Source: an optimization exercise on an open RTL-to-GDS flow (aim: small area, a short achievable clock period and few clock cycles per item). Production flows keep margins and buffers that such runs may drop. Only simulation tests tie the RTL to the original design; equivalence was not proved. Power figures rest on the tool's default switching activity, not on a simulated workload.

$ cat flow/config.mk
export PLATFORM = sky130hd
export DESIGN_NAME = indexed_deque_buffer
export DESIGN_NICKNAME = indexed_deque_buffer
export VERILOG_FILES = /design/flow/design.v
export SDC_FILE = /design/flow/constraint.sdc
export NUM_CORES = 4
export LEC_CHECK = 0
export CAP_MARGIN = 20
export CORE_MARGIN = 2
export CORE_UTILIZATION = 70
export CTS_CLUSTER_DIAMETER = 50
export CTS_CLUSTER_SIZE = 25
export SETUP_SLACK_MARGIN = 3.5
export SLEW_MARGIN = 20
$ cat flow/flow/run.sh
#!/bin/bash
export BUFFER_PORTS_ARGS="-buffer_cell sky130_fd_sc_hd__buf_4"
bash standard.sh > standard.log 2>&1
$ cat flow/constraint.sdc
create_clock -name core_clock -period 6.0 [get_ports {clk}]
set_input_delay 1.2000 -clock core_clock [delete_from_list [all_inputs] [get_ports {clk}]]
set_output_delay 1.2000 -clock core_clock [all_outputs]
set_load 0.01 [all_outputs]
$ cat flow/standard.sh
#!/bin/bash
# synth_recipe.tcl (not shown) runs the flow's synth.tcl, then flattens the netlist and writes it again
# the make line also repeats each setting of config.mk as NAME=value (left out here)
make -C /OpenROAD-flow-scripts/flow DESIGN_CONFIG=/design/flow/config.mk WORK_HOME=/design/flow/orfs CLKGATE_MAP_FILE= SYNTH_SCRIPT=/design/flow/synth_recipe.tcl "${@:-finish}"
$ cat flow/design.v
package idb_pkg;
  localparam int CAPACITY   = 16;
  localparam int WORD_WIDTH = 32;
  localparam int IDX_W      = (CAPACITY > 1) ? $clog2(CAPACITY) : 1;
  localparam int CNT_W      = $clog2(CAPACITY + 1);
  localparam int IN_DATA_W  = 40;
  localparam int IN_USER_W  = 8;
  localparam int OUT_DATA_W = 40;
  typedef logic [WORD_WIDTH-1:0] word_t;
  typedef logic [IDX_W-1:0]      idx_t;
  typedef logic [CNT_W-1:0]      cnt_t;
  typedef enum logic [2:0] {
    OP_PUSH_BACK  = 3'd0,
    OP_PUSH_FRONT = 3'd1,
    OP_POP_BACK   = 3'd2,
    OP_POP_FRONT  = 3'd3,
    OP_READ       = 3'd4,
    OP_WRITE      = 3'd5,
    OP_REMOVE     = 3'd6,
    OP_INSERT     = 3'd7
  } op_t;
  typedef enum logic [1:0] {
    ST_OK     = 2'd0,
    ST_EMPTY  = 2'd1,
    ST_FULL   = 2'd2,
    ST_BADIDX = 2'd3
  } status_t;
  typedef enum logic [1:0] {
    CMD_NONE   = 2'd0,
    CMD_WRITE  = 2'd1,    
    CMD_INSERT = 2'd2,    
    CMD_DELETE = 2'd3     
  } cmd_mode_t;
  typedef struct packed {
    cmd_mode_t mode;
    idx_t      pos;
    word_t     word;
  } cell_cmd_t;
endpackage
module idb_cell (
  input  logic           clk,
  input  logic           we,
  input  idb_pkg::word_t wdata,
  output idb_pkg::word_t word
);
  always_ff @(posedge clk) begin
    if (we) word <= wdata;
  end
endmodule
module indexed_deque_buffer (
  input  logic                           clk,
  input  logic                           rst,
  input  logic                           s_tvalid,
  output logic                           s_tready,
  input  logic [idb_pkg::IN_DATA_W-1:0]  s_tdata,
  input  logic [idb_pkg::IN_USER_W-1:0]  s_tuser,
  output logic                           m_tvalid,
  input  logic                           m_tready,
  output logic [idb_pkg::OUT_DATA_W-1:0] m_tdata
);
  localparam int N = idb_pkg::CAPACITY;
  idb_pkg::cnt_t  count;
  idb_pkg::idx_t  perm [N];
  idb_pkg::word_t slot_word [N];
  logic             d_valid, d_ins, d_del, d_wr, d_rd;
  logic [N-1:0]     d_mask;              
  idb_pkg::idx_t    d_left;              
  idb_pkg::status_t d_status;
  idb_pkg::word_t   d_value;
  logic             r_valid;
  logic [N-1:0]     r_rsel, r_wsel;
  idb_pkg::status_t r_status;
  idb_pkg::cnt_t    r_count;
  idb_pkg::word_t   r_value;
  logic                           k_valid;
  logic [idb_pkg::OUT_DATA_W-2:0] k_data;
  idb_pkg::op_t   op;
  idb_pkg::word_t in_value;
  idb_pkg::idx_t  in_index, in_end, rm_len;
  assign op       = idb_pkg::op_t'(s_tuser[2:0]);
  assign in_value = s_tdata[31:0];
  assign in_index = s_tdata[35:32];
  assign in_end   = s_tdata[39:36];
  assign rm_len   = in_end - in_index;
  logic full, empty, idx_in_range, end_past, rev;
  assign full         = count[idb_pkg::CNT_W-1];
  assign empty        = (count == '0);
  assign idx_in_range = ({1'b0, in_index} < count);
  assign end_past     = ({1'b0, in_end} >= count);
  assign rev          = (in_end < in_index);
  logic [N-1:0] ge_idx, ge_cnt;
  always_comb begin
    for (int p = 0; p < N; p++) begin
      ge_idx[p] = (idb_pkg::IDX_W'(p) >= in_index);
      ge_cnt[p] = (idb_pkg::CNT_W'(p) >= count);
    end
  end
  idb_pkg::status_t status;
  idb_pkg::cnt_t    count_next;
  logic             ins, del, wr, rd;
  idb_pkg::idx_t    left;
  logic [N-1:0]     mask;
  always_comb begin
    status     = idb_pkg::ST_OK;
    count_next = count;
    ins        = 1'b0;
    del        = 1'b0;
    wr         = 1'b0;
    rd         = 1'b0;
    left       = '0;
    mask       = ge_idx;
    case (op)
      idb_pkg::OP_PUSH_BACK, idb_pkg::OP_PUSH_FRONT, idb_pkg::OP_INSERT: begin
        if (op == idb_pkg::OP_PUSH_FRONT) mask = '1;
        else if (op == idb_pkg::OP_INSERT) mask = ge_idx | ge_cnt;
        else mask = ge_cnt;
        if (full) status = idb_pkg::ST_FULL;
        else begin
          ins        = 1'b1;
          count_next = count + 1'b1;
        end
      end
      idb_pkg::OP_POP_BACK: begin
        mask = {1'b1, ge_cnt[N-1:1]};      
        if (empty) status = idb_pkg::ST_EMPTY;
        else begin
          rd         = 1'b1;
          count_next = count - 1'b1;
        end
      end
      idb_pkg::OP_POP_FRONT: begin
        mask = '1;
        if (empty) status = idb_pkg::ST_EMPTY;
        else begin
          rd         = 1'b1;
          del        = 1'b1;
          count_next = count - 1'b1;
        end
      end
      idb_pkg::OP_READ: begin
        if (!idx_in_range) status = idb_pkg::ST_BADIDX;
        else rd = 1'b1;
      end
      idb_pkg::OP_WRITE: begin
        if (!idx_in_range) status = idb_pkg::ST_BADIDX;
        else wr = 1'b1;
      end
      default: begin
        if (!rev) begin
          if (end_past) status = idb_pkg::ST_BADIDX;
          else begin
            del        = 1'b1;
            left       = rm_len;
            count_next = (rm_len != '0) ? count - 2'd2 : count - 1'b1;
          end
        end
      end
    endcase
  end
  logic accept;
  assign accept = s_tvalid && s_tready;
  always_ff @(posedge clk) begin
    if (accept) begin
      d_ins    <= ins;
      d_del    <= del;
      d_wr     <= wr;
      d_rd     <= rd;
      d_mask   <= mask;
      d_status <= status;
      d_value  <= in_value;
    end
  end
  logic out_free, r_moves, go, d_done;
  assign out_free = !m_tvalid || m_tready;
  assign r_moves  = out_free || !k_valid;
  assign go       = d_valid && !(r_valid && k_valid);
  logic two;
  assign two      = (d_left != '0);
  assign d_done   = go && (d_left[idb_pkg::IDX_W-1:1] == '0);
  logic [N-1:0]  d_first;
  idb_pkg::idx_t aslot, mslot, mslot2;
  assign d_first = d_mask & ~(d_mask << 1);
  always_comb begin
    mslot  = '0;
    mslot2 = '0;
    for (int p = 0; p < N; p++) mslot |= perm[p] & {idb_pkg::IDX_W{d_first[p]}};
    for (int p = 0; p < N-1; p++) mslot2 |= perm[p+1] & {idb_pkg::IDX_W{d_first[p]}};
  end
  assign aslot = d_ins ? perm[N-1] : mslot;
  always_ff @(posedge clk) begin
    for (int p = 0; p < N; p++) begin
      if (rst) perm[p] <= idb_pkg::IDX_W'(p);
      else if (go && d_ins) begin
        if (d_mask[p]) perm[p] <= (p > 0 && d_mask[(p+N-1)%N]) ? perm[(p+N-1)%N] : perm[N-1];
      end else if (go && d_del && two) begin
        if (p == N-1) perm[p] <= mslot2;
        else if (p == N-2) perm[p] <= mslot;
        else if (d_mask[p]) perm[p] <= perm[(p+2)%N];
      end else if (go && d_del) begin
        if (p == N-1) perm[p] <= mslot;
        else if (d_mask[p]) perm[p] <= perm[(p+1)%N];
      end
    end
  end
  logic [N-1:0] asel;
  always_comb begin
    for (int i = 0; i < N; i++) asel[i] = (aslot == idb_pkg::IDX_W'(i));
  end
  always_ff @(posedge clk) begin
    if (d_done) begin
      r_rsel   <= asel & {N{d_rd}};
      r_status <= d_status;
      r_count  <= count;
    end
    r_wsel  <= asel & {N{d_done && (d_ins || d_wr)}};
    r_value <= d_value;
  end
  for (genvar i = 0; i < N; i++) begin : g_slot
    idb_cell u_cell (
      .clk   (clk),
      .we    (r_wsel[i]),
      .wdata (r_value),
      .word  (slot_word[i])
    );
  end
  logic [idb_pkg::OUT_DATA_W-2:0] q_data;
  idb_pkg::word_t                 q_word;
  always_comb begin
    q_word = '0;
    for (int i = 0; i < N; i++) q_word |= slot_word[i] & {idb_pkg::WORD_WIDTH{r_rsel[i]}};
  end
  assign q_data = {r_status, r_count, q_word};
  always_ff @(posedge clk) begin
    if (out_free) begin
      if (k_valid) m_tdata <= {1'b0, k_data};
      else if (r_valid) m_tdata <= {1'b0, q_data};
    end
    if (r_valid && (out_free ? k_valid : !k_valid)) k_data <= q_data;
  end
  logic d_valid_next, r_valid_next, k_valid_next;
  idb_pkg::idx_t d_left_next;
  assign d_valid_next = accept || (d_valid && !d_done);
  assign d_left_next  = accept ? left : ((go && !d_done) ? d_left - 2'd2 : d_left);
  assign r_valid_next = d_done || (r_valid && !r_moves);
  assign k_valid_next = out_free ? (k_valid && r_valid) : (k_valid || r_valid);
  always_ff @(posedge clk) begin
    if (rst) begin
      count    <= '0;
      d_valid  <= 1'b0;
      r_valid  <= 1'b0;
      k_valid  <= 1'b0;
      m_tvalid <= 1'b0;
      s_tready <= 1'b1;
    end else begin
      if (accept) count <= count_next;
      else if (go && !d_done) count <= (d_left >= idb_pkg::IDX_W'(3)) ? count - 2'd2 : count - 1'b1;
      d_valid  <= d_valid_next;
      r_valid  <= r_valid_next;
      k_valid  <= k_valid_next;
      if (out_free) m_tvalid <= k_valid || r_valid;
      s_tready <= !d_valid_next ||
                  (d_left_next[idb_pkg::IDX_W-1:1] == '0 && !(r_valid_next && k_valid_next));
    end
    d_left <= d_left_next;
  end
endmodule
==> metrics.md, run 1 <==
| Metric | Value |
|---|---|
| Outcome | finished clean |
| Gpl congestion | about 0.95 |
| H-tree levels | 2 |
| Register-to-register path setup slack | 3.47 ns |
| Sum of negative setup slack | 0 ns |
| Root Driver | clkbuf_16 |
| Crit. End Element | flip-flop |
| Setup ws final | 3.293 ns |
| CTS sink cnt | ~790 |
| Remaining global-route overflow | 0 |
| Post-synthesis adder-cell area fraction | 1.020% |
| Pleak | 11.43 nW |
| Compound-Gate Fraction of Synth Area | between 10% and 20% |
| Number of global-route vias before repair | 20410 |
| Clk slew on worst S/H paths | roughly 0.090 ns |
| Area grow syn2layout | 11.60% |
| Sequential cell area | 22600 um^2 |
| Initial DRC count | roughly 3000 |
| Fillers | 2389 |
| DR pass1 iterations | 9 |
| CP peak stage delay | 0.38 ns |
| Cell total after placement | 2723 |
| Share of layout cells above drive strength 1 | approximately 16% |
| Placed cell area | between 30000 and 40000 um^2 |
| Crit start category | input port |
| Slew Limit Fails | 0 |
| Setup violations, final | 0 |
| Hold path cells | 0 |
| Mux cell area share after synthesis | roughly 2.3% |
| Core footprint | 44220 um^2 |
| Hold Vio Cnt, Final | 0 |
| Via count | 21250 |
| Crit path max fanout | 5 |
| Worst slack at placement | 2.498 ns |
| Mapped cell area | 31410 um^2 |
| Final instance area | about 35000 um^2 |
| Clock Skew | 0.03750 ns |
| Pwr dens | between 400 and 500 nW/um^2 |
| Worst-skew pair later-pin latency | 0.64 ns |
| Reg2Reg Depth | 8 |
| Number of antenna diodes | 0 |
| FP Rows | 77 |
| Max-cap viol count | 0 |
| RSZ-0062 raised after global routing | true |
| DR WL/cell | 30.55 um |
| Sequential share of the synthesized area | a little over 70% |
| Fmax | 369.5 MHz |
| Synth Area in Simple Gates | 7.238% |
| FF-to-FF End | d_mask[9] |
| Initial Utilization | 71.03% |
| Total die area | ~47000 um^2 |
| Detailed Place HPWL | approximately 46000 um |
| Worst path slowest cell | fa_2 |
| Xor and xnor area share after synthesis | 0.2231% |
| Vias per std cell | about 7.4 |
| WP depth | 11 |
| Rel. slew slack | 23.17% |
| Fin crit share | a little under half |
| Syn Inst Count | 2151 |
| CP arrival | approximately 3.2 ns |
| Cts hold-fix bufs | 0 |
| First-pass GRT wire length | 126700 um |
| Period minus WS final | 2.707 ns |
| Peak VDD IR | 0.3074 mV |
| FF+latch count, synth | 793 |
| Most common cell after layout, fill and taps aside | edfxtp_1 |
| Critical Setup Path Class | in2reg |
| Largest net degree at the start of global routing | 80 |
| Boundary Pins | between 90 and 100 |
| Die height | 215.8 um |
| Warnings from Yosys | 5 |
| CTS Buffer Depth | 3 |
| Multi-input gate area | 8394 um^2 |
| Ys async rst share | 0% |
| EDFF count, synth | 668 |
| Number of antenna violations at the first check in global routing | 0 |
| Power Total | 14.07 mW |
| Reg2reg start | count[2] |
| CTS tree | built |
| CP cell instances | buf_8 > inv_12 > ha_4 > inv_2 > fa_2 > xnor2_2 > nand4_1 > mux2i_4 > mux2_4 > a31oi_1 > o22ai_1 |
| Slew @ Worst Pin | 1.152 ns |
| Synth cell types | 69 |
| Non-Filler Instances | approximately 2900 |
| All-Layer GR Usage | roughly 37% |
| Most frequent cells in the layout | edfxtp_1, buf_4, a221oi_1, nand2_1, a22o_1 |
| Worst hold start | d_value[28] |
| Delay-heaviest family, CP | multiplexers |
| Die W | 215.8 um |
| WL final | 87490 um |
| IO buf count | 87 |
| # nets final | around 2300 |
| Worst hold path type | reg2reg |
| WP data required | 6.46 ns |
| Bufs and invs on worst path | 3 |
| Remaining DRCs | 0 |
| Synth Flop Type | edfxtp_1 |
| Largest family of logic cells by synthesized area | compound AO/OA/AOI/OAI gates |
| Num CTS Buffers | 50 |
| ANT nets after route | 0 |
| Worst min-delay path endpoint | r_value[28] |
| Mean area per synthesized cell | about 15 um^2 |
| Post-Synthesis Net Count | between 2000 and 2500 |
[stage by stage]
stage               hold WS (ns)  utilization, %
floorplan                 0.3233               -
global placement          0.3253           73.84
detailed placement        0.3269           73.90
CTS                       0.3495           78.64
global route              0.3555           79.27
finish                    0.3476           79.27
[layout make-up]
type                    instances  area share, %
multi-input cells            1190          23.95
clock inverters                38          1.531
well taps                     592          2.113
clock buffers                  56          3.816
repair buffers                170          3.776
inverters                      25         0.3355
flip-flops and latches        793          64.48
[cells by family after synthesis]
group | after synthesis
muxes | 66
other | 1
AOI/OAI and AO/OA | 634
DFF | 793
xor gates and xnor gates | 8
buffers and inverters | 170
and+or+nand+nor | 454
adders and majority gates | 25
[where the power goes]
group          internal, mW  leakage (nW)  switching (mW)
logic                  1.10          3.52            1.99
clock network          1.94         0.901            1.98
registers              6.51          7.01           0.548
total                  9.56          11.4            4.52
[synth_stat cells (all sizes together), types with 15 or more instances]
cell    count  area (um^2)
a21oi     104        520.5
a221o      19        190.2
a221oi    138         1209
a222oi     19        190.2
a22o      128         1121
buf        36        175.2
clkbuf    109        409.1
dfxtp     125         2502
edfxtp    668        20060
ha         24        300.3
inv        24        90.09
mux2       44        495.5
mux2i      22        220.2
nand2     135        506.7
nand3      21        105.1
nand3b     63        473.0
nand4      45        281.5
nor2      105        394.1
nor2b      15        93.84
nor3       34        170.2
o21ai      84        420.4
o221ai     18        157.7
o22ai      18        112.6
[worst max-delay path by stage]
stage | startpoint | to | slack, ns
6_report | s_tdata[36] | count[3] | 3.29
5_1_grt | s_tdata[36] | count[3] | 3.20
3_3_place_gp | s_tvalid | count[1] | 2.58
2_1_floorplan | s_tdata[36] | count[3] | 2.99
3_5_place_dp | s_tvalid | count[1] | 2.50
4_1_cts | s_tdata[36] | count[3] | 3.34
[flip-flops by register name, summed over array words and instances, names as in the netlist, 5 cells and up]
register / flops
count: 5
d_value: 32
r_value: 32
perm: 64
d_mask: 16
r_wsel: 16
r_rsel: 16
r_count: 5
g_slot.u_cell.word: 512
m_tdata: 39
k_data: 39
[what timing repair did]
action / CTS / global route
gates resized for setup: 22 / 11
pin swaps: 7 / 4
endpoints found under the hold margin: 0 / 0
setup buffers: 19 / 26
setup endpoints to repair: 138 / 83
cloned: 1 / 1
[layer usage]
layer	global-route usage, %	vias to the layer above	share of wire, %
met1	48.76	10380	35
met2	60.38	1706	48
met4	15.38	0	4.5
met5	0	-	0
li1	-	8861	-
met3	7.541	299	12
Testbench counts, summed over its fixed seeds: cycles 12,310, ops 12,000.
==> run 2: changes to the inputs <==
==> flow/run.sh (new file) <==
#!/bin/bash
# synth_recipe.tcl (not shown) runs the flow's synth.tcl, then flattens the netlist and writes it again
# the make line also repeats each setting of config.mk as NAME=value (left out here)
make -C /OpenROAD-flow-scripts/flow DESIGN_CONFIG=/design/flow/config.mk WORK_HOME=/design/flow/orfs CLKGATE_MAP_FILE= SYNTH_SCRIPT=/design/flow/synth_recipe.tcl finish
removed: flow/flow/run.sh
removed: flow/standard.sh
==> metrics.md, run 2 <==
| Metric | Value |
|---|---|
| Yosys top cell by area | edfxtp_1 |
| Worst hold path type | reg2reg |
| CTS tree | built |
| Mean area per synthesized cell | 14.60 um^2 (unchanged) |
| Syn Inst Count | 2151 (unchanged) |
| Remaining global-route overflow | 0 (unchanged) |
| Vias per std cell | 7.465 (+0.63%) |
| Total die area | 46580 um^2 (unchanged) |
| Via count | 21500 (+1.2%) |
| DR WL/cell | 31.36 um (+2.7%) |
| Outcome | finished clean |
| Final instance area | 35480 um^2 (+1.2%) |
| Largest regs | g_slot.u_cell.word (512), perm (64) |
| Worst-skew pair later-pin latency | 0.63 ns (about the same) |
| # nets final | 2324 (+0.74%) |
| Non-Filler Instances | 2880 (+0.56%) |
| IO buf count | 87 (unchanged) |
| Reg with most FFs | g_slot.u_cell.word |
| Clock Skew | 0.03745 ns (-0.00005340 ns) |
| WP data required | 6.49 ns (+0.03 ns) |
| Most frequent cells in the layout | edfxtp_1, a221oi_1, nand2_1, a22o_1, dfxtp_1 |
| Setup ws final | 3.105 ns (-0.1887 ns) |
| Root Driver | clkbuf_16 |
| Slew @ Worst Pin | 0.8979 ns (-0.2546 ns) |
| Peak VDD IR | 0.2969 mV (-3.4%) |
| H-tree levels | 2 (unchanged) |
| Period minus WS final | 2.895 ns (+0.1887 ns) |
| Sum of negative setup slack | 0 ns (unchanged) |
| First-pass GRT wire length | 131400 um (+3.7%) |
| Max-cap viol count | 0 (unchanged) |
| Sequential share of the synthesized area | 71.83% (unchanged) |
| Mapped cell area | 31410 um^2 (unchanged) |
| DR pass1 iterations | 9 (unchanged) |
| Post-Synthesis Net Count | 2228 (unchanged) |
| ANT nets after route | 0 (unchanged) |
| Synth Flop Type | edfxtp_1 |
| Remaining DRCs | 0 (unchanged) |
| Area grow syn2layout | 12.97% |
| CTS sink cnt | 793 (unchanged) |
| Rel. slew slack | 40.14% (+17 points) |
| RSZ-0062 raised after global routing | true |
| Clk slew on worst S/H paths | 0.09 ns (about the same) |
| Share of layout cells above drive strength 1 | 14.60% (-1.7 points) |
| Core footprint | 44220 um^2 (unchanged) |
| WL final | 90330 um (+3.2%) |
| CTS Buffer Depth | 3 (unchanged) |
| Power Total | 14.17 mW (+0.70%) |
| Critical Setup Path Class | in2reg |
| Dominant cells by area after synthesis | edfxtp_1, dfxtp_1, a221oi_1 |
| Gpl congestion | 0.9361 (-1.6%) |
| Hold Vio Cnt, Final | 0 (unchanged) |
| CP arrival | 3.39 ns (+0.23 ns) |
| FP Rows | 77 (unchanged) |
| Largest net degree at the start of global routing | 75 (-6.3%) |
| Initial DRC count | 2951 (-2.7%) |
| Commonest cells post-synth | edfxtp_1, a221oi_1, nand2_1 |
| Num CTS Buffers | 50 (unchanged) |
| Pleak | 11.50 nW (+0.62%) |
| Number of global-route vias before repair | 20970 (+2.7%) |
| Placed cell area | 32920 um^2 (+0.74%) |
| Die W | 215.8 um (unchanged) |
| Most common cell after layout, fill and taps aside | edfxtp_1 |
| Number of antenna violations at the first check in global routing | 0 (unchanged) |
| Warnings from Yosys | 5 (unchanged) |
| Fin crit share | 48.26% (+3.1 points) |
| Setup violations, final | 0 (unchanged) |
| Crit start category | input port |
| Post-layout util | 80.24% (+0.97 points) |
| Crit. End Element | flip-flop |
| Pwr dens | 399.4 nW/um^2 (-0.53%) |
| Max reg flops | 512 (unchanged) |
| Worst hold margin | 0.3381 ns (-0.009488 ns) |
| All-Layer GR Usage | 38.29% (+1.4 points) |
| Fmax | 345.4 MHz (-6.5%) |
| Crit path max fanout | 3 (-2) |
| Cell total after placement | 2729 (+0.22%) |
| Die height | 215.8 um (unchanged) |
| Initial Utilization | 71.03% (unchanged) |
| Worst slack at placement | 2.028 ns (-0.4701 ns) |
| Detailed Place HPWL | 46840 um (+1.8%) |
| Synth cell types | 69 (unchanged) |
| FF+latch count, synth | 793 (unchanged) |
| Ys async rst share | 0% (unchanged) |
| Boundary Pins | 94 (unchanged) |
| Slew Limit Fails | 0 (unchanged) |
| Most numerous cell in the Yosys netlist | edfxtp_1 |
| EDFF count, synth | 668 (unchanged) |
| Number of antenna diodes | 0 (unchanged) |
| Area share of the largest cell type after synthesis | 63.86% (unchanged) |
## run 2: cell counts after synthesis
No cell type changed its count.
## run 2: kinds of logic after synthesis
| group | synth area share (%) |
|---|---|
| AO/OA/AOI/OAI | 15.24 |
| XOR/XNOR | 0.2231 |
| adder cells (fa/ha/maj) | 1.020 |
| buffers and inverters | 2.159 |
| flip-flops | 71.83 |
| multiplexers | 2.279 |
| other | 0.01194 |
| AND/OR/NAND/NOR | 7.238 |
## run 2: area by class of cell
type,count,area (um^2)
Clock inverter,38,541.8
Multi-Input combinational cell,1192,8523
Inverter,25,131.4
Fill cell,2280,8737
Clock buffer,55,1301
Timing Repair Buffer,185,1640
Sequential cell,793,22610
Tap cell,592,740.7
## run 2: power breakdown
group | internal, mW | switching [mW] | total (mW)
clock network | 1.91 | 1.99 | 3.89
logic | 1.15 | 2.09 | 3.24
registers | 6.51 | 0.527 | 7.04
## run 2: critical path, cell delays in order
cell and delay (ns):
buf_8 0.11, inv_12 0.04, ha_4 0.12, inv_2 0.04
fa_2 0.36, xnor2_2 0.23, nand4_1 0.20, mux2i_4 0.23
buf_4 0.16, buf_4 0.11, mux2i_1 0.17, o211ai_1 0.11
a221oi_1 0.31
## run 2: worst paths after layout
kind                     from          to  slack [ns]  cells after the start
setup / recovery  s_tdata[36]    count[2]        3.10                     13
hold / removal     d_value[7]  r_value[7]        0.34                      0
setup reg to reg     count[0]    count[2]        3.46                      8
hold reg to reg    d_value[7]  r_value[7]        0.34                      0
## run 2: layer usage
| metal | vias up | wire length [um] | track usage [%] |
|---|---|---|---|
| met2 | 1771 | 43390 | 62.65 |
| li1 | 8909 | - | - |
| met5 | - | 0 | 0 |
| met4 | 0 | 4539 | 16.90 |
| met3 | 349 | 11110 | 8.048 |
| met1 | 10470 | 31300 | 50.15 |
## run 2: what timing repair did
item	in CTS	in global routing
setup buffers	30	24
pin swaps	10	12
gates cloned	3	1
hold buffers	0	0
setup endpoints to repair	252	93
resized for setup	154	46
==> run 3: changes to the inputs <==
--- a/flow/design.v
+++ b/flow/design.v
@@ -90,2 +90,8 @@
   assign rev          = (in_end < in_index);
+  idb_pkg::cnt_t cnt_p1, cnt_m1, cnt_m2;
+  logic          span2;                  
+  assign cnt_p1 = count + 1'b1;
+  assign cnt_m1 = count - 1'b1;
+  assign cnt_m2 = count - 2'd2;
+  assign span2  = (in_end > in_index);
   logic [N-1:0] ge_idx, ge_cnt;
@@ -119,3 +125,3 @@
           ins        = 1'b1;
-          count_next = count + 1'b1;
+          count_next = cnt_p1;
         end
@@ -127,3 +133,3 @@
           rd         = 1'b1;
-          count_next = count - 1'b1;
+          count_next = cnt_m1;
         end
@@ -136,3 +142,3 @@
           del        = 1'b1;
-          count_next = count - 1'b1;
+          count_next = cnt_m1;
         end
@@ -153,3 +159,3 @@
             left       = rm_len;
-            count_next = (rm_len != '0) ? count - 2'd2 : count - 1'b1;
+            count_next = span2 ? cnt_m2 : cnt_m1;
           end
@@ -161,4 +167,5 @@
   assign accept = s_tvalid && s_tready;
-  always_ff @(posedge clk) begin
-    if (accept) begin
+  logic d_load;
+  always_ff @(posedge clk) begin
+    if (d_load) begin
       d_ins    <= ins;
@@ -173,2 +180,3 @@
   logic out_free, r_moves, go, d_done;
+  assign d_load   = !d_valid || d_done;
   assign out_free = !m_tvalid || m_tready;
@@ -233,7 +241,4 @@
   always_ff @(posedge clk) begin
-    if (out_free) begin
-      if (k_valid) m_tdata <= {1'b0, k_data};
-      else if (r_valid) m_tdata <= {1'b0, q_data};
-    end
-    if (r_valid && (out_free ? k_valid : !k_valid)) k_data <= q_data;
+    if (out_free) m_tdata <= {1'b0, k_valid ? k_data : q_data};
+    if (out_free || !k_valid) k_data <= q_data;
   end
==> metrics.md, run 3 <==
| Metric | Value |
|---|---|
| Outcome | finished clean |
| Fmax | 388.9 MHz (+13%) |
| Dominant cells by area after synthesis | edfxtp_1, dfxtp_1, a221oi_1 |
| Boundary Pins | 94 (unchanged) |
| Worst slack at placement | 1.842 ns (-0.1861 ns) |
| Fin crit share | 42.85% (-5.4 points) |
| CP peak stage delay | 0.38 ns (+0.02 ns) |
| CP arrival | 3.11 ns (-0.28 ns) |
| Critical Setup Path Class | in2reg |
| Remaining DRCs | 0 (unchanged) |
| Gpl congestion | 0.9644 (+3.0%) |
| CP cell instances | buf_6 > ha_4 > fa_2 > nor2b_4 > o211ai_1 > buf_4 > buf_4 > o21a_4 > o31ai_1 > o2bb2ai_1 > a21oi_1 |
| Cts hold-fix bufs | 0 (unchanged) |
| All-Layer GR Usage | 37.28% (-1.0 points) |
| Root Driver | clkbuf_16 |
| Share of layout cells above drive strength 1 | 14.64% (+0.040 points) |
| WP data required | 6.54 ns (+0.05 ns) |
| Number of antenna violations at the first check in global routing | 1 (+1) |
| First-pass GRT wire length | 129100 um (-1.7%) |
| Reg2Reg Depth | 6 (-2) |
| Hold path cells | 0 (unchanged) |
| Worst path slowest cell | fa_2 |
| Worst min-delay path endpoint | r_value[11] |
| CTS sink cnt | 793 (unchanged) |
| Pleak | 12.07 nW (+5.0%) |
| Worst hold path type | reg2reg |
| Switching fraction of total power | 33.69% (+1.2 points) |
| Max-cap viol count | 0 (unchanged) |
| Sequential cell area | 22600 um^2 (about the same) |
| Synth cell types | 79 (+14%) |
| Most frequent cells in the layout | edfxtp_1, nand2_1, a221oi_1, a22o_1 |
| Largest net degree at the start of global routing | 73 (-2.7%) |
| Max reg flops | 512 (unchanged) |
| FF-to-FF End | m_tdata[14] |
| Number of global-route vias before repair | 20720 (-1.2%) |
| Syn Inst Count | 2200 (+2.3%) |
| Remaining global-route overflow | 0 (unchanged) |
| Initial Utilization | 71.32% (+0.29 points) |
| Post-Synthesis Net Count | 2276 (+2.2%) |
| Die W | 216.7 um (+0.42%) |
| Most numerous cell in the Yosys netlist | edfxtp_1 |
| CTS tree | built |
| Non-Filler Instances | 2942 (+2.2%) |
| Vias per std cell | 7.357 (-1.4%) |
| FP Rows | 77 (unchanged) |
| Most common cell after layout, fill and taps aside | edfxtp_1 |
| Sequential share of the synthesized area | 71.22% (-0.61 points) |
| # nets final | 2384 (+2.6%) |
| Clock Skew | 0.03104 ns (-0.006409 ns) |
| DR pass1 iterations | 7 (-2) |
| RSZ-0062 raised after global routing | true |
| Largest regs | g_slot.u_cell.word (512), perm (64) |
| Peak VDD IR | 0.4007 mV (+35%) |
| WL final | 88080 um (-2.5%) |
| Most Frequent Cell on Critical Path | buf_4 |
| Commonest cells post-synth | edfxtp_1, nand2_1, a221oi_1 |
| Slew Limit Fails | 0 (unchanged) |
| Period minus WS final | 2.571 ns (-0.3241 ns) |
| Clk pwr share | 25.9% (-1.6 points) |
| Fillers | 2417 (+6.0%) |
| H-tree levels | 2 (unchanged) |
| Number of antenna diodes | 0 (unchanged) |
| Worst hold start | d_value[11] |
| Rel. slew slack | 19.88% (-20 points) |
| Core footprint | 44410 um^2 (+0.44%) |
| Setup ws final | 3.429 ns (+0.3241 ns) |
| Die height | 216.7 um (+0.42%) |
| Crit start category | input port |
| Initial DRC count | 3071 (+4.1%) |
| Clk slew on worst S/H paths | 0.08 ns (about the same) |
| Crit path max fanout | 6 (+3) |
| Hold Vio Cnt, Final | 0 (unchanged) |
| CTS Buffer Depth | 3 (unchanged) |
| Ys async rst share | 0% (unchanged) |
| Reg with most FFs | g_slot.u_cell.word |
| Detailed Place HPWL | 46050 um (-1.7%) |
| Crit. End Element | flip-flop |
| Setup violations, final | 0 (unchanged) |
| Multi-input gate area | 8584 um^2 (+0.72%) |
| Mapped cell area | 31680 um^2 (+0.85%) |
| FF+latch count, synth | 793 (unchanged) |
| Final instance area | 35490 um^2 (about the same) |
| Via count | 21650 (+0.67%) |
| Warnings from Yosys | 5 (unchanged) |
| Total die area | 46970 um^2 (+0.84%) |
| Area share of the largest cell type after synthesis | 63.33% (-0.54 points) |
| Seq pwr share | 50.2% (+0.5 points) |
| Net Sw Power | 4.905 mW (+6.5%) |
| Worst-skew pair later-pin latency | 0.64 ns (about the same) |
| Internal | 9.653 mW (+0.89%) |
| Mean area per synthesized cell | 14.40 um^2 (-1.4%) |
| DR WL/cell | 29.94 um (-4.5%) |
| Synth Flop Type | edfxtp_1 |
| Area grow syn2layout | 12.04% |
| Sum of negative setup slack | 0 ns (unchanged) |
| Power Total | 14.56 mW (+2.7%) |
| Slew @ Worst Pin | 1.202 ns (+0.3039 ns) |
| EDFF count, synth | 668 (unchanged) |
| ANT nets after route | 0 (unchanged) |
| Yosys top cell by area | edfxtp_1 |
| Placed cell area | 33020 um^2 (+0.30%) |
| IO buf count | 87 (unchanged) |
| Num CTS Buffers | 51 (+2.0%) |
| Cell total after placement | 2776 (+1.7%) |
| Register-to-register path setup slack | 3.56 ns (+0.10 ns) |
| Logic pwr share | 23.9% (+1.0 points) |
| Pwr dens | 410.2 nW/um^2 (+2.7%) |
| Reg2reg start | r_rsel[4] |
[run 3: final cells by class]
cell class	count	area share, %
Sequential cell	793	63.69
Multi-Input combinational cell	1237	24.19
Timing Repair Buffer	190	4.583
Clock buffer	56	3.649
Tap cell	592	2.087
Clock inverter	39	1.364
Inverter	35	0.4372
[run 3: worst max-delay path by stage]
stage,startpoint,end,cells past startpoint
2_1_floorplan,s_tdata[36],count[3],9
3_3_place_gp,s_tuser[1],count[3],9
3_5_place_dp,s_tuser[1],count[3],9
4_1_cts,s_tvalid,count[4],7
5_1_grt,s_tdata[36],count[4],12
6_report,s_tdata[32],count[4],11
[run 3: logic make-up (layout without fill, tap and decap cells)]
| group | count (synthesis) | in the layout | synth area share [%] |
|---|---|---|---|
| flops | 793 | 793 | 71.22 |
| compound gates | 622 | 622 | 15.42 |
| simple gates | 535 | 538 | 8.168 |
| buf+inv | 173 | 320 | 2.413 |
| mux | 44 | 44 | 1.564 |
| fa+ha+maj | 25 | 25 | 1.003 |
| xor+xnor | 7 | 7 | 0.1935 |
| other cells | 1 | 1 | 0.01184 |
[run 3: worst max-delay path, delay by kind of cell]
family | cells | cell delay [ns]
and+or+nand+nor | 1 | 0.16
adders and majority gates | 2 | 0.54
buffers and inverters | 3 | 0.44
AOI/OAI and AO/OA | 5 | 0.79
[run 3: routing by layer]
metal	global-route usage [%]	share of wire, %	vias up
li1	-	-	9007
met1	49.01	35	10640
met2	61.37	48	1657
met3	7.453	12	343
met4	15.87	4.6	2
met5	0	0.015	-
[run 3: what timing repair did]
action / in CTS / in global routing
endpoints found under the setup margin: 216 / 186
cloned: 3 / 0
buffers inserted: 35 / 33
resized for setup: 150 / 60
pin swaps: 7 / 9
[run 3: power by group through the flow]
stage / combinational (mW) / sequential [mW] / clock (mW)
floorplan: 2.09 / 7.15 / 0
global placement: 2.83 / 7.50 / 0
detailed placement: 2.89 / 7.54 / 0
CTS: 3.21 / 7.31 / 3.79
global route: 3.67 / 7.36 / 3.96
finish: 3.48 / 7.31 / 3.77
[run 3: per-stage QoR]
step | hold slack (ns) | util [%]
CTS | 0.3468 | 79.16
global placement | 0.3237 | 74.34
detailed placement | 0.3269 | 74.34
global route | 0.3565 | 79.91
floorplan | 0.3233 | -
finish | 0.3451 | 79.91
Testbench counts of run 3, summed over its fixed seeds: cycles 12,310, ops 12,000.
==> run 4: changes to the inputs <==
==> flow/flow/run.sh (new file) <==
#!/bin/bash
# The standard layout (standard.sh: standard synthesis, floorplan,
# placement, CTS, routing), with one change: the port buffers that
# buffer_ports inserts are sky130_fd_sc_hd__buf_4 instead of the delay
# buffers it picks by default. Every port still gets its buffer.
# The tools' full output goes to standard.log here; ORFS keeps its per-step
# logs under orfs/logs.
set -euo pipefail
export BUFFER_PORTS_ARGS="-buffer_cell sky130_fd_sc_hd__buf_4"
bash standard.sh > standard.log 2>&1
==> flow/standard.sh (new file) <==
#!/bin/bash
# synth_recipe.tcl (not shown) runs the flow's synth.tcl, then flattens the netlist and writes it again
# the make line also repeats each setting of config.mk as NAME=value (left out here)
make -C /OpenROAD-flow-scripts/flow DESIGN_CONFIG=/design/flow/config.mk WORK_HOME=/design/flow/orfs CLKGATE_MAP_FILE= SYNTH_SCRIPT=/design/flow/synth_recipe.tcl "${@:-finish}"
removed: flow/run.sh
==> metrics.md, run 4 <==
| Metric | Value |
|---|---|
| Post-Synthesis Net Count | 2276 (unchanged) |
| Largest regs | g_slot.u_cell.word (512), perm (64) |
| Max reg flops | 512 (unchanged) |
| Vias per std cell | 7.377 (+0.26%) |
| Largest net degree at the start of global routing | 73 (unchanged) |
| Sequential share of the synthesized area | 71.22% (unchanged) |
| Die height | 216.7 um (unchanged) |
| Fillers | 2420 (+0.12%) |
| Cell total after placement | 2777 (+0.036%) |
| Via count | 21530 (-0.55%) |
| Clk slew on worst S/H paths | 0.09 ns (about the same) |
| Ys async rst share | 0% (unchanged) |
| FF+latch count, synth | 793 (unchanged) |
| First-pass GRT wire length | 132400 um (+2.6%) |
| Worst hold path type | reg2reg |
| Fmax | 388.5 MHz (about the same) |
| # nets final | 2362 (-0.92%) |
| Mean area per synthesized cell | 14.40 um^2 (unchanged) |
| CP peak stage delay | 0.46 ns (+0.08 ns) |
| Setup violations, final | 0 (unchanged) |
| Total die area | 46970 um^2 (unchanged) |
| Crit. End Element | flip-flop |
| Detailed Place HPWL | 46610 um (+1.2%) |
| Outcome | finished clean |
| H-tree levels | 2 (unchanged) |
| Yosys top cell by area | edfxtp_1 |
| Area grow syn2layout | 11.11% |
| Num CTS Buffers | 50 (-2.0%) |
| CTS Buffer Depth | 3 (unchanged) |
| Root Driver | clkbuf_16 |
| Most numerous cell in the Yosys netlist | edfxtp_1 |
| Worst hold margin | 0.3295 ns (-0.01569 ns) |
| FP Rows | 77 (unchanged) |
| Number of global-route vias before repair | 21010 (+1.4%) |
| Crit start category | input port |
| Placed cell area | 32810 um^2 (-0.64%) |
| Warnings from Yosys | 5 (unchanged) |
| Core footprint | 44410 um^2 (unchanged) |
| Pwr dens | 414.3 nW/um^2 (+1.0%) |
| CTS tree | built |
| Critical Setup Path Class | in2reg |
| Reg2reg start | d_mask[5] |
| CP arrival | 3.11 ns (about the same) |
| CP cell instances | buf_6 > clkinvlp_4 > ha_4 > or2_4 > o211ai_1 > a211oi_2 > buf_4 > a2111oi_2 > a31oi_1 > a21oi_1 |
| Number of antenna diodes | 0 (unchanged) |
| Synth cell types | 79 (unchanged) |
| Syn Inst Count | 2200 (unchanged) |
| Mapped cell area | 31680 um^2 (unchanged) |
| Gpl congestion | 0.9390 (-2.6%) |
| Number of antenna violations at the first check in global routing | 1 (unchanged) |
| Max-cap viol count | 0 (unchanged) |
| WL final | 90370 um (+2.6%) |
| IO buf count | 87 (unchanged) |
| Period minus WS final | 2.574 ns (+0.002470 ns) |
| Synth Flop Type | edfxtp_1 |
| Die W | 216.7 um (unchanged) |
| EDFF count, synth | 668 (unchanged) |
| Dominant cells by area after synthesis | edfxtp_1, dfxtp_1, a221oi_1 |
| Share of layout cells above drive strength 1 | 16.12% (+1.5 points) |
| Remaining global-route overflow | 0 (unchanged) |
| Crit path max fanout | 8 (+2) |
| Most frequent cells in the layout | edfxtp_1, nand2_1, buf_4, a221oi_1, a22o_1 |
| Remaining DRCs | 0 (unchanged) |
| Area share of the largest cell type after synthesis | 63.33% (unchanged) |
| Initial DRC count | 3074 (+0.098%) |
| Post-layout util | 79.25% (-0.66 points) |
| Fin crit share | 42.89% (about the same) |
| All-Layer GR Usage | 38.34% (+1.1 points) |
| RSZ-0062 raised after global routing | true |
| Slew Limit Fails | 0 (unchanged) |
| Commonest cells post-synth | edfxtp_1, nand2_1, a221oi_1 |
| Clock Skew | 0.05721 ns (+0.02617 ns) |
| Initial Utilization | 71.32% (unchanged) |
| Slew @ Worst Pin | 1.184 ns (-0.01782 ns) |
| Most common cell after layout, fill and taps aside | edfxtp_1 |
| Worst-skew pair later-pin latency | 0.66 ns (+0.02 ns) |
| DR pass1 iterations | 6 (-1) |
| CTS sink cnt | 793 (unchanged) |
| DR WL/cell | 30.97 um (+3.4%) |
| Hold Vio Cnt, Final | 0 (unchanged) |
| Boundary Pins | 94 (unchanged) |
| Rel. slew slack | 21.07% (+1.2 points) |
| ANT nets after route | 0 (unchanged) |
| WP data required | 6.54 ns (about the same) |
| Final instance area | 35200 um^2 (-0.82%) |
| Sum of negative setup slack | 0 ns (unchanged) |
| Pleak | 12.03 nW (-0.38%) |
| Worst path slowest cell | o211ai_1 |
| Non-Filler Instances | 2918 (-0.82%) |
| Reg with most FFs | g_slot.u_cell.word |
| Crit path launch | s_tdata[34] |
| Worst hold start | d_value[15] |
| Peak VDD IR | 0.3128 mV (-22%) |
==> run 4: cell counts after synthesis <==
No cell type changed its count.
==> run 4: layer usage <==
layer | share of wire [%] | up-vias | global-route usage, % | wire (um)
li1 | - | 8961 | - | -
met4 | 4.3 | 2 | 14.38 | 3864
met5 | 0.014 | - | 0 | 13
met3 | 12 | 325 | 6.821 | 10660
met2 | 49 | 1719 | 63.94 | 44080
met1 | 35 | 10520 | 51.10 | 31760
==> run 4: where the power goes <==
group	total, mW	internal (mW)	switching, mW
clock network	3.87	1.85	2.02
logic	3.39	1.19	2.20
registers	7.32	6.69	0.627
total	14.6	9.73	4.85
==> run 4: what timing repair did <==
item,in CTS,in global routing
endpoints found under the hold margin,0,0
hold buffers,0,0
buffers inserted,25,23
pin swaps,7,4
setup endpoints to repair,171,90
gates resized for setup,23,24
gates cloned,0,1
==> run 4: area by class of cell <==
type | instances | area, um^2 | share of cell area (%)
clock buffer | 56 | 1294 | 3.676
multi-input combinational | 1235 | 8546 | 24.28
clock inverter | 36 | 513.0 | 1.458
timing repair buffer | 171 | 1360 | 3.864
sequential | 793 | 22590 | 64.19
tap | 592 | 740.7 | 2.105
inverter | 35 | 148.9 | 0.4230
==> run 4: logic make-up after synthesis <==
logic type	Yosys count	share of synthesized area [%]
fa+ha+maj	25	1.003
buf+inv	173	2.413
compound gates	622	15.42
simple gates	535	8.168
flops	793	71.22
xor+xnor	7	0.1935
mux	44	1.564
other cells	1	0.01184
==> run 4: worst max-delay path: cells and delay by family <==
family	cells	cell delay [ns]
simple gates	1	0.24
buf+inv	3	0.42
fa+ha+maj	1	0.17
compound gates	5	1.07
==> run 4: worst paths after layout <==
path	end	slack, ns	cells after the start
max	count[4]	3.43	10
min	r_value[15]	0.33	0
max reg2reg	r_rsel[0]	3.55	7
min reg2reg	r_value[15]	0.33	0
==> run 4: through the flow <==
stage          worst slack [ns]  power, mW
3_3_place_gp              2.631      10.31
5_1_grt                   3.390      15.02
2_1_floorplan             3.193      9.241
3_5_place_dp              2.550      10.41
4_1_cts                   3.470      14.36
6_report                  3.426      14.58
==> run 5: changes to the inputs <==
==> flow/flow/run.sh (replaced) <==
#!/bin/bash
# The standard layout (standard.sh: standard synthesis, floorplan,
# placement, CTS, routing), with one change: the port buffers that
# buffer_ports inserts are sky130_fd_sc_hd__buf_2 instead of the delay
# buffers it picks by default. Every port still gets its buffer.
# The tools' full output goes to standard.log here; ORFS keeps its per-step
# logs under orfs/logs.
set -euo pipefail
export BUFFER_PORTS_ARGS="-buffer_cell sky130_fd_sc_hd__buf_2"
bash standard.sh > standard.log 2>&1
--- a/flow/config.mk
+++ b/flow/config.mk
@@ -9,3 +9,3 @@
 export CORE_MARGIN = 2
-export CORE_UTILIZATION = 70
+export CORE_UTILIZATION = 75
 export CTS_CLUSTER_DIAMETER = 50
==> metrics.md, run 5 <==
| Metric | Value |
|---|---|
| Number of antenna violations at the first check in global routing | 1 (unchanged) |
| IO buf count | 87 (unchanged) |
| Compound-Gate Fraction of Synth Area | 15.42% (unchanged) |
| Hold Vio Cnt, Final | 0 (unchanged) |
| Worst hold start | d_value[16] |
| Fmax | 384.7 MHz (-0.98%) |
| Post-Synthesis Net Count | 2276 (unchanged) |
| Area share of the largest cell type after synthesis | 63.33% (unchanged) |
| Most frequent cells in the layout | edfxtp_1, nand2_1, a221oi_1, a22o_1, dfxtp_1 |
| Setup violations, final | 0 (unchanged) |
| CTS sink cnt | 793 (unchanged) |
| Reg with most FFs | g_slot.u_cell.word |
| Dominant cells by area after synthesis | edfxtp_1, dfxtp_1, a221oi_1 |
| Sum of negative setup slack | 0 ns (unchanged) |
| Die height | 209.5 um (-3.3%) |
| RSZ-0062 raised after global routing | true |
| Xor and xnor area share after synthesis | 0.1935% (unchanged) |
| Pwr dens | 414.7 nW/um^2 (about the same) |
| Max reg flops | 512 (unchanged) |
| Worst slack at placement | 2.490 ns (-0.05990 ns) |
| Warnings from Yosys | 5 (unchanged) |
| Pleak | 11.97 nW (-0.47%) |
| Fin crit share | 43.32% (+0.43 points) |
| Period minus WS final | 2.599 ns (+0.02551 ns) |
| H-tree levels | 2 (unchanged) |
| Synth Flop Type | edfxtp_1 |
| Largest family of logic cells by synthesized area | compound AO/OA/AOI/OAI gates |
| Initial DRC count | 2994 (-2.6%) |
| Post-layout util | 83.70% (+4.5 points) |
| Max-cap viol count | 0 (unchanged) |
| Mapped cell area | 31680 um^2 (unchanged) |
| Num CTS Buffers | 49 (-2.0%) |
| ANT nets after route | 0 (unchanged) |
| CTS tree | built |
| Remaining global-route overflow | 0 (unchanged) |
| Final instance area | 35030 um^2 (-0.47%) |
| Critical Setup Path Class | in2reg |
| Gpl congestion | 0.9434 (+0.47%) |
| Worst-skew pair later-pin latency | 0.64 ns (-0.02 ns) |
| FF+latch count, synth | 793 (unchanged) |
| Die W | 209.5 um (-3.3%) |
| Synth cell types | 79 (unchanged) |
| Initial Utilization | 75.69% (+4.4 points) |
| Yosys top cell by area | edfxtp_1 |
| DR pass1 iterations | 6 (unchanged) |
| Area grow syn2layout | 10.59% |
| Number of global-route vias before repair | 21330 (+1.5%) |
| # nets final | 2374 (+0.51%) |
| Cell total after placement | 2719 (-2.1%) |
| CP arrival | 3.10 ns (about the same) |
| Commonest cells post-synth | edfxtp_1, nand2_1, a221oi_1 |
| FF-to-FF End | d_value[17] |
| Worst min-delay path endpoint | r_value[16] |
| EDFF count, synth | 668 (unchanged) |
| Clock Skew | 0.03163 ns (-0.02558 ns) |
| Hold path cells | 0 (unchanged) |
| Reg2Reg Depth | 3 (-4) |
| Largest regs | g_slot.u_cell.word (512), perm (64) |
| Register-to-register path setup slack | 3.48 ns (-0.07 ns) |
| WL final | 88890 um (-1.6%) |
| Clk slew on worst S/H paths | 0.09 ns (about the same) |
| Boundary Pins | 94 (unchanged) |
| Detailed Place HPWL | 45910 um (-1.5%) |
| Total die area | 43890 um^2 (-6.5%) |
| Ys async rst share | 0% (unchanged) |
| Core footprint | 41850 um^2 (-5.8%) |
| Rel. slew slack | 15.55% (-5.5 points) |
| Share of layout cells above drive strength 1 | 16.60% (+0.47 points) |
| Synth Area in Simple Gates | 8.168% (unchanged) |
| Outcome | finished clean |
| Remaining DRCs | 0 (unchanged) |
| All-Layer GR Usage | 40.11% (+1.8 points) |
| Crit start category | input port |
| Largest net degree at the start of global routing | 73 (unchanged) |
| Slew @ Worst Pin | 1.267 ns (+0.08277 ns) |
| Worst hold path type | reg2reg |
| Post-synthesis adder-cell area fraction | 1.003% (unchanged) |
| Setup ws final | 3.401 ns (-0.02551 ns) |
| CTS Buffer Depth | 3 (unchanged) |
| Vias per std cell | 7.575 (+2.7%) |
| Crit path max fanout | 6 (-2) |
| Non-Filler Instances | 2877 (-1.4%) |
| FP Rows | 75 (-2.6%) |
| Power Total | 14.53 mW (-0.39%) |
| DR WL/cell | 30.90 um (-0.23%) |
| Peak VDD IR | 0.3036 mV (-3.0%) |
| Most numerous cell in the Yosys netlist | edfxtp_1 |
| Worst hold margin | 0.3467 ns (+0.01723 ns) |
| Slew Limit Fails | 0 (unchanged) |
| Sequential share of the synthesized area | 71.22% (unchanged) |
| Crit. End Element | flip-flop |
| WP data required | 6.50 ns (-0.04 ns) |
| Via count | 21790 (+1.2%) |
| Most common cell after layout, fill and taps aside | edfxtp_1 |
| Reg2reg start | d_valid |
| Syn Inst Count | 2200 (unchanged) |
| Number of antenna diodes | 0 (unchanged) |
| Root Driver | clkbuf_16 |
| First-pass GRT wire length | 129700 um (-2.0%) |
| Placed cell area | 32510 um^2 (-0.92%) |
| Mux cell area share after synthesis | 1.564% (unchanged) |
| Mean area per synthesized cell | 14.40 um^2 (unchanged) |
==> run 5: changes by cell type in the layout (fill, tap and decap cells not counted), sizes merged <==
cell    previous run  this run
buf              169       181
bufinv             4         2
clkbuf            58        63
inv               50        47
==> run 5: worst max-delay path by stage <==
stage                           start  endpoint  depth (start not counted)
after CTS                 s_tdata[36]  count[1]                         11
after global routing      s_tdata[36]  count[1]                         11
after global placement     s_tuser[1]  count[3]                          9
final                     s_tdata[32]  count[1]                         10
after detailed placement   s_tuser[1]  count[3]                          9
after floorplan           s_tdata[36]  count[3]                          9
==> run 5: cell type report <==
type / count / area [um^2]
multi-input combinational: 1235 / 8576
tap: 539 / 674.4
fill: 1983 / 6823
sequential: 793 / 22610
timing repair buffer: 184 / 1260
clock inverter: 31 / 435.4
clock buffer: 60 / 1319
inverter: 35 / 158.9
==> run 5: layer usage <==
metal	GRT usage, %	part of all wire [%]
met3	8.679	13
met2	65.66	48
met1	51.76	34
met5	0	0.017
met4	19.96	5.4
==> run 5: cell families after synthesis <==
logic type,Yosys count
multiplexers,44
flip-flops,793
AND/OR/NAND/NOR,535
XOR/XNOR,7
buffers and inverters,173
AO/OA/AOI/OAI,622
other,1
adder cells (fa/ha/maj),25
==> run 5: power breakdown <==
| group | internal [mW] | total, mW | switching, mW | leakage (nW) |
|---|---|---|---|---|
| logic | 1.20 | 3.37 | 2.17 | 4.04 |
| registers | 6.69 | 7.37 | 0.680 | 7.09 |
| clock network | 1.78 | 3.78 | 2.00 | 0.844 |
==> run 5: worst max-delay path, cell delays in order <==
cell	delay, ns
buf_8	0.12
ha_4	0.16
fa_2	0.38
nor2b_4	0.16
o211ai_1	0.24
a211oi_2	0.34
buf_4	0.18
o31ai_2	0.05
a31oi_1	0.17
a21oi_1	0.09
==> run 5: repair_timing <==
item                       CTS  global route
gates cloned                 0             1
gates resized for setup     22            36
setup endpoints to repair  103            79
pin swaps                    9            14
hold buffers                 0             0
buffers inserted            35            30
==> run 6: changes to the inputs <==
--- a/flow/design.v
+++ b/flow/design.v
@@ -64,3 +64,3 @@
   idb_pkg::word_t slot_word [N];
-  logic             d_valid, d_ins, d_del, d_wr, d_rd;
+  logic             d_valid, d_ins, d_del, d_sw, d_wf, d_rd;
   logic [N-1:0]     d_mask;              
@@ -69,7 +69,8 @@
   idb_pkg::word_t   d_value;
+  logic             w_pend;
+  idb_pkg::idx_t    w_slot;
   logic             r_valid;
-  logic [N-1:0]     r_rsel, r_wsel;
+  logic [N-1:0]     r_rsel;
   idb_pkg::status_t r_status;
   idb_pkg::cnt_t    r_count;
-  idb_pkg::word_t   r_value;
   logic                           k_valid;
@@ -105,3 +106,3 @@
   idb_pkg::cnt_t    count_next;
-  logic             ins, del, wr, rd;
+  logic             ins, del, sw, wf, rd;
   idb_pkg::idx_t    left;
@@ -113,3 +114,4 @@
     del        = 1'b0;
-    wr         = 1'b0;
+    sw         = 1'b0;
+    wf         = 1'b0;
     rd         = 1'b0;
@@ -151,3 +153,7 @@
         if (!idx_in_range) status = idb_pkg::ST_BADIDX;
-        else wr = 1'b1;
+        else if (full) wf = 1'b1;
+        else begin
+          sw   = 1'b1;
+          mask = ge_idx & ~(ge_idx << 1);    
+        end
       end
@@ -172,3 +178,4 @@
       d_del    <= del;
-      d_wr     <= wr;
+      d_sw     <= sw;
+      d_wf     <= wf;
       d_rd     <= rd;
@@ -186,3 +193,3 @@
   assign two      = (d_left != '0);
-  assign d_done   = go && (d_left[idb_pkg::IDX_W-1:1] == '0);
+  assign d_done   = go && (d_left[idb_pkg::IDX_W-1:1] == '0) && !(d_wf && !w_pend);
   logic [N-1:0]  d_first;
@@ -196,3 +203,3 @@
   end
-  assign aslot = d_ins ? perm[N-1] : mslot;
+  assign aslot = mslot;
   always_ff @(posedge clk) begin
@@ -200,4 +207,5 @@
       if (rst) perm[p] <= idb_pkg::IDX_W'(p);
-      else if (go && d_ins) begin
-        if (d_mask[p]) perm[p] <= (p > 0 && d_mask[(p+N-1)%N]) ? perm[(p+N-1)%N] : perm[N-1];
+      else if (go && (d_ins || d_sw)) begin
+        if (p == N-1 && d_sw) perm[p] <= mslot;
+        else if (d_mask[p]) perm[p] <= (p > 0 && d_mask[(p+N-1)%N]) ? perm[(p+N-1)%N] : perm[N-1];
       end else if (go && d_del && two) begin
@@ -222,4 +230,6 @@
     end
-    r_wsel  <= asel & {N{d_done && (d_ins || d_wr)}};
-    r_value <= d_value;
+    if (rst) w_pend <= 1'b0;
+    else if (d_done) w_pend <= 1'b0;
+    else if (go && d_wf) w_pend <= 1'b1;
+    if (!w_pend) w_slot <= mslot;
   end
@@ -228,4 +238,5 @@
       .clk   (clk),
-      .we    (r_wsel[i]),
-      .wdata (r_value),
+      .we    (go && (((d_ins || d_sw) && (perm[N-1] == idb_pkg::IDX_W'(i))) ||
+                     (w_pend && (w_slot == idb_pkg::IDX_W'(i))))),
+      .wdata (d_value),
       .word  (slot_word[i])
@@ -247,3 +258,3 @@
   assign d_valid_next = accept || (d_valid && !d_done);
-  assign d_left_next  = accept ? left : ((go && !d_done) ? d_left - 2'd2 : d_left);
+  assign d_left_next  = accept ? left : ((go && !d_done && !d_wf) ? d_left - 2'd2 : d_left);
   assign r_valid_next = d_done || (r_valid && !r_moves);
@@ -260,3 +271,3 @@
       if (accept) count <= count_next;
-      else if (go && !d_done) count <= (d_left >= idb_pkg::IDX_W'(3)) ? count - 2'd2 : count - 1'b1;
+      else if (go && !d_done && !d_wf) count <= (d_left >= idb_pkg::IDX_W'(3)) ? count - 2'd2 : count - 1'b1;
       d_valid  <= d_valid_next;
@@ -266,3 +277,4 @@
       s_tready <= !d_valid_next ||
-                  (d_left_next[idb_pkg::IDX_W-1:1] == '0 && !(r_valid_next && k_valid_next));
+                  (d_left_next[idb_pkg::IDX_W-1:1] == '0 && !(r_valid_next && k_valid_next) &&
+                   !(accept ? wf : (d_wf && !w_pend && !go)));
     end
==> flow/run.sh (new file) <==
#!/bin/bash
# synth_recipe.tcl (not shown) runs the flow's synth.tcl, then flattens the netlist and writes it again
# the make line also repeats each setting of config.mk as NAME=value (left out here)
make -C /OpenROAD-flow-scripts/flow DESIGN_CONFIG=/design/flow/config.mk WORK_HOME=/design/flow/orfs CLKGATE_MAP_FILE= SYNTH_SCRIPT=/design/flow/synth_recipe.tcl finish
--- a/flow/config.mk
+++ b/flow/config.mk
@@ -9,3 +9,3 @@
 export CORE_MARGIN = 2
-export CORE_UTILIZATION = 75
+export CORE_UTILIZATION = 70
 export CTS_CLUSTER_DIAMETER = 50
removed: flow/flow/run.sh
removed: flow/standard.sh
==> metrics.md, run 6 <==
| Metric | Value |
|---|---|
| Sum of negative setup slack | 0 ns (unchanged) |
| Area grow syn2layout | 13.56% |
| Core footprint | 44120 um^2 (+5.4%) |
| Area share of the largest cell type after synthesis | 64.63% (+1.3 points) |
| CTS tree | built |
| Synth cell types | 96 (+22%) |
| Dominant cells by area after synthesis | edfxtp_1, dfxtp_1, a221oi_1 |
| Via count | 21360 (-2.0%) |
| DR pass1 iterations | 7 (+1) |
| Clk slew on worst S/H paths | 0.08 ns (about the same) |
| Num CTS Buffers | 51 (+4.1%) |
| Post-Synthesis Net Count | 2190 (-3.8%) |
| Crit path launch | s_tdata[36] |
| Clock Skew | 0.03194 ns (+0.0003065 ns) |
| CTS Buffer Depth | 3 (unchanged) |
| Warnings from Yosys | 5 (unchanged) |
| CP arrival | 3.02 ns (-0.08 ns) |
| Worst hold path type | reg2reg |
| Largest net degree at the start of global routing | 75 (+2.7%) |
| Gpl congestion | 0.9290 (-1.5%) |
| Seq pwr share | 47.6% (-3.1 points) |
| Net Sw Power | 5.102 mW (+5.1%) |
| Outcome | finished clean |
| H-tree levels | 2 (unchanged) |
| Sequential share of the synthesized area | 69.62% (-1.6 points) |
| Detailed Place HPWL | 45360 um (-1.2%) |
| Placed cell area | 32700 um^2 (+0.60%) |
| First-pass GRT wire length | 128900 um (-0.69%) |
| All-Layer GR Usage | 37.54% (-2.6 points) |
| Fin crit share | 42.74% (-0.58 points) |
| Die height | 215.4 um (+2.8%) |
| Critical Setup Path Class | in2reg |
| FP Rows | 77 (+2.7%) |
| Switching fraction of total power | 34.81% (+1.4 points) |
| Vias per std cell | 7.465 (-1.4%) |
| Initial Utilization | 70.87% (-4.8 points) |
| Synth Flop Type | edfxtp_1 |
| Reg with most FFs | g_slot.u_cell.word |
| Fillers | 2338 (+18%) |
| WP data required | 6.45 ns (-0.05 ns) |
| WL final | 88570 um (-0.36%) |
| Largest regs | g_slot.u_cell.word (512), perm (64) |
| Final instance area | 35510 um^2 (+1.4%) |
| Crit start category | input port |
| Number of global-route vias before repair | 20700 (-2.9%) |
| Pleak | 11.50 nW (-4.0%) |
| Slew @ Worst Pin | 0.9933 ns (-0.2734 ns) |
| Mapped cell area | 31270 um^2 (-1.3%) |
| IO buf count | 87 (unchanged) |
| Remaining DRCs | 0 (unchanged) |
| Most numerous cell in the Yosys netlist | edfxtp_1 |
| Clk pwr share | 25.7% (-0.3 points) |
| Rel. slew slack | 33.78% (+18 points) |
| Period minus WS final | 2.565 ns (-0.03470 ns) |
| Boundary Pins | 94 (unchanged) |
| Total die area | 46380 um^2 (+5.7%) |
| Number of antenna violations at the first check in global routing | 1 (unchanged) |
| Register-to-register path setup slack | 3.50 ns (+0.02 ns) |
| Crit. End Element | flip-flop |
| DR WL/cell | 30.96 um (+0.19%) |
| FF+latch count, synth | 751 (-5.3%) |
| Worst-skew pair later-pin latency | 0.64 ns (about the same) |
| Die W | 215.4 um (+2.8%) |
| Peak VDD IR | 0.3496 mV (+15%) |
| Power Total | 14.65 mW (+0.88%) |
| Worst hold start | d_status[1] |
| Max reg flops | 512 (unchanged) |
| Crit path max fanout | 4 (-2) |
| Most frequent cells in the layout | edfxtp_1, a221oi_1, a22o_1, nand2_1, a21oi_1 |
| # nets final | 2305 (-2.9%) |
| Setup violations, final | 0 (unchanged) |
| Hold Vio Cnt, Final | 0 (unchanged) |
| ANT nets after route | 0 (unchanged) |
| Fmax | 389.9 MHz (+1.4%) |
| RSZ-0062 raised after global routing | true |
| Pwr dens | 412.6 nW/um^2 (-0.49%) |
| Most common cell after layout, fill and taps aside | edfxtp_1 |
| Mean area per synthesized cell | 14.81 um^2 (+2.8%) |
| Ys async rst share | 0% (unchanged) |
| CTS sink cnt | 751 (-5.3%) |
| Logic pwr share | 26.7% (+3.5 points) |
| Internal | 9.552 mW (-1.2%) |
| Slew Limit Fails | 0 (unchanged) |
| Syn Inst Count | 2112 (-4.0%) |
| Max-cap viol count | 0 (unchanged) |
| Share of layout cells above drive strength 1 | 18.21% (+1.6 points) |
| Initial DRC count | 2857 (-4.6%) |
| Yosys top cell by area | edfxtp_1 |
| Root Driver | clkbuf_16 |
| Commonest cells post-synth | edfxtp_1, a221oi_1, a22o_1 |
| EDFF count, synth | 673 (+0.75%) |
| Reg2reg start | d_mask[7] |
| Remaining global-route overflow | 0 (unchanged) |
run 6: cell count changes in the layout (fill, tap and decap cells not counted), sizes merged, moves of 34 or more:
cell / delta
buf: -59
o211a: -43
clkdlybuf4s50: +34
nor3: +39
a311oi: -52
dfxtp: -47
nand2: -127
run 6: worst paths after layout:
path,endpoint,depth (start not counted)
max,count[2],11
min,r_status[1],0
max reg2reg,r_rsel[9],7
min reg2reg,r_status[1],0
run 6: final cells by class:
| cell class | count | area (um^2) | share of cell area (%) |
|---|---|---|---|
| Sequential cell | 751 | 21790 | 61.36 |
| Timing Repair Buffer | 197 | 1813 | 5.105 |
| Multi-Input combinational cell | 1195 | 9164 | 25.80 |
| Clock inverter | 42 | 544.3 | 1.533 |
| Clock buffer | 52 | 1301 | 3.664 |
| Antenna cell | 1 | 2.502 | 0.007046 |
| Inverter | 31 | 156.4 | 0.4404 |
| Tap cell | 592 | 740.7 | 2.086 |
run 6: kinds of logic after synthesis:
family	Yosys count	synth area share, %
DFF	751	69.62
AOI/OAI and AO/OA	662	16.55
and+or+nand+nor	417	7.038
buffers and inverters	171	2.893
muxes	75	2.569
adders and majority gates	27	1.096
xor gates and xnor gates	8	0.2241
other	1	0.01199
run 6: what timing repair did:
| item | CTS | global route |
|---|---|---|
| buffers inserted | 38 | 27 |
| resized for setup | 182 | 62 |
| setup endpoints to repair | 676 | 419 |
| pin swaps | 11 | 21 |
| gates cloned | 4 | 2 |
| hold buffers | 0 | 0 |
run 6: worst max-delay path, stage by stage:
cell      delay, ns
buf_12         0.11
inv_12         0.04
ha_4           0.12
inv_4          0.03
fa_2           0.37
a21o_1         0.21
a21o_1         0.25
and2_4         0.18
nor4b_4        0.13
o31ai_2        0.23
a311oi_2       0.13
run 6: metrics by stage:
| stage | hold WS (ns) | setup slack [ns] | cells | util (%) |
|---|---|---|---|---|
| final | 0.4251 | 3.436 | 2861 | 80.48 |
| after detailed placement | 0.4102 | 1.794 | 2695 | 74.11 |
| after CTS | 0.4264 | 3.321 | 2831 | 79.54 |
| after global routing | 0.4390 | 3.389 | 2861 | 80.48 |
| after global placement | 0.4071 | 1.903 | 2695 | 74.11 |
| after floorplan | 0.4003 | 2.894 | 2112 | - |
run 6: power groups by stage:
stage / registers (mW) / clock network (mW) / logic, mW
3_3_place_gp: 7.15 / 0 / 3.15
6_report: 6.98 / 3.77 / 3.91
5_1_grt: 7.03 / 3.96 / 4.09
2_1_floorplan: 6.82 / 0 / 2.41
4_1_cts: 6.99 / 3.79 / 3.58
3_5_place_dp: 7.18 / 0 / 3.23
run 6: metal layers:
metal	vias up	track usage (%)	part of all wire (%)
met5	-	0	0
met4	0	16.41	5.1
met3	356	6.582	12
met2	1635	62.19	48
met1	10490	49.44	35
li1	8877	-	-
Testbench counts of run 6, summed over its fixed seeds: cycles 12,370, ops 12,000.

[port drivers added, routing unchanged]
No port has a modelled driver above. Below, the same layouts with a new extraction and two added sets of constraints.
Step 1 assumes that a clkbuf_16 drives the clock port and a buf_2 every other input.
Step 2 also shifts input and output timing later by t, the mid clock arrival at the registers, as if the neighbouring blocks saw the same clock.
a / b / c = no drivers / after step 1 / after step 2; a / b = the first two.
| run | t, ns | slack for setup (ns) | worst data-port slew with drivers (ns) |
|---|---|---|---|
| run 1 | 0.676 | 3.293 / 3.313 / 2.637 | 0.06 |
| run 2 | 0.674 | 3.105 / 3.123 / 2.449 | 0.07 |
| run 3 | 0.684 | 3.429 / 3.436 / 2.752 | 0.05 |
| run 4 | 0.683 | 3.426 / 3.446 / 2.763 | 0.07 |
| run 5 | 0.681 | 3.401 / 3.412 / 2.730 | 0.05 |
| run 6 | 0.680 | 3.436 / 3.440 / 2.767 | 0.09 |
After both steps setup and hold are still met in every run listed. The setup slack of run 3, which loses most, moves by +0.007 ns with the drivers and by -0.677 ns with both steps.
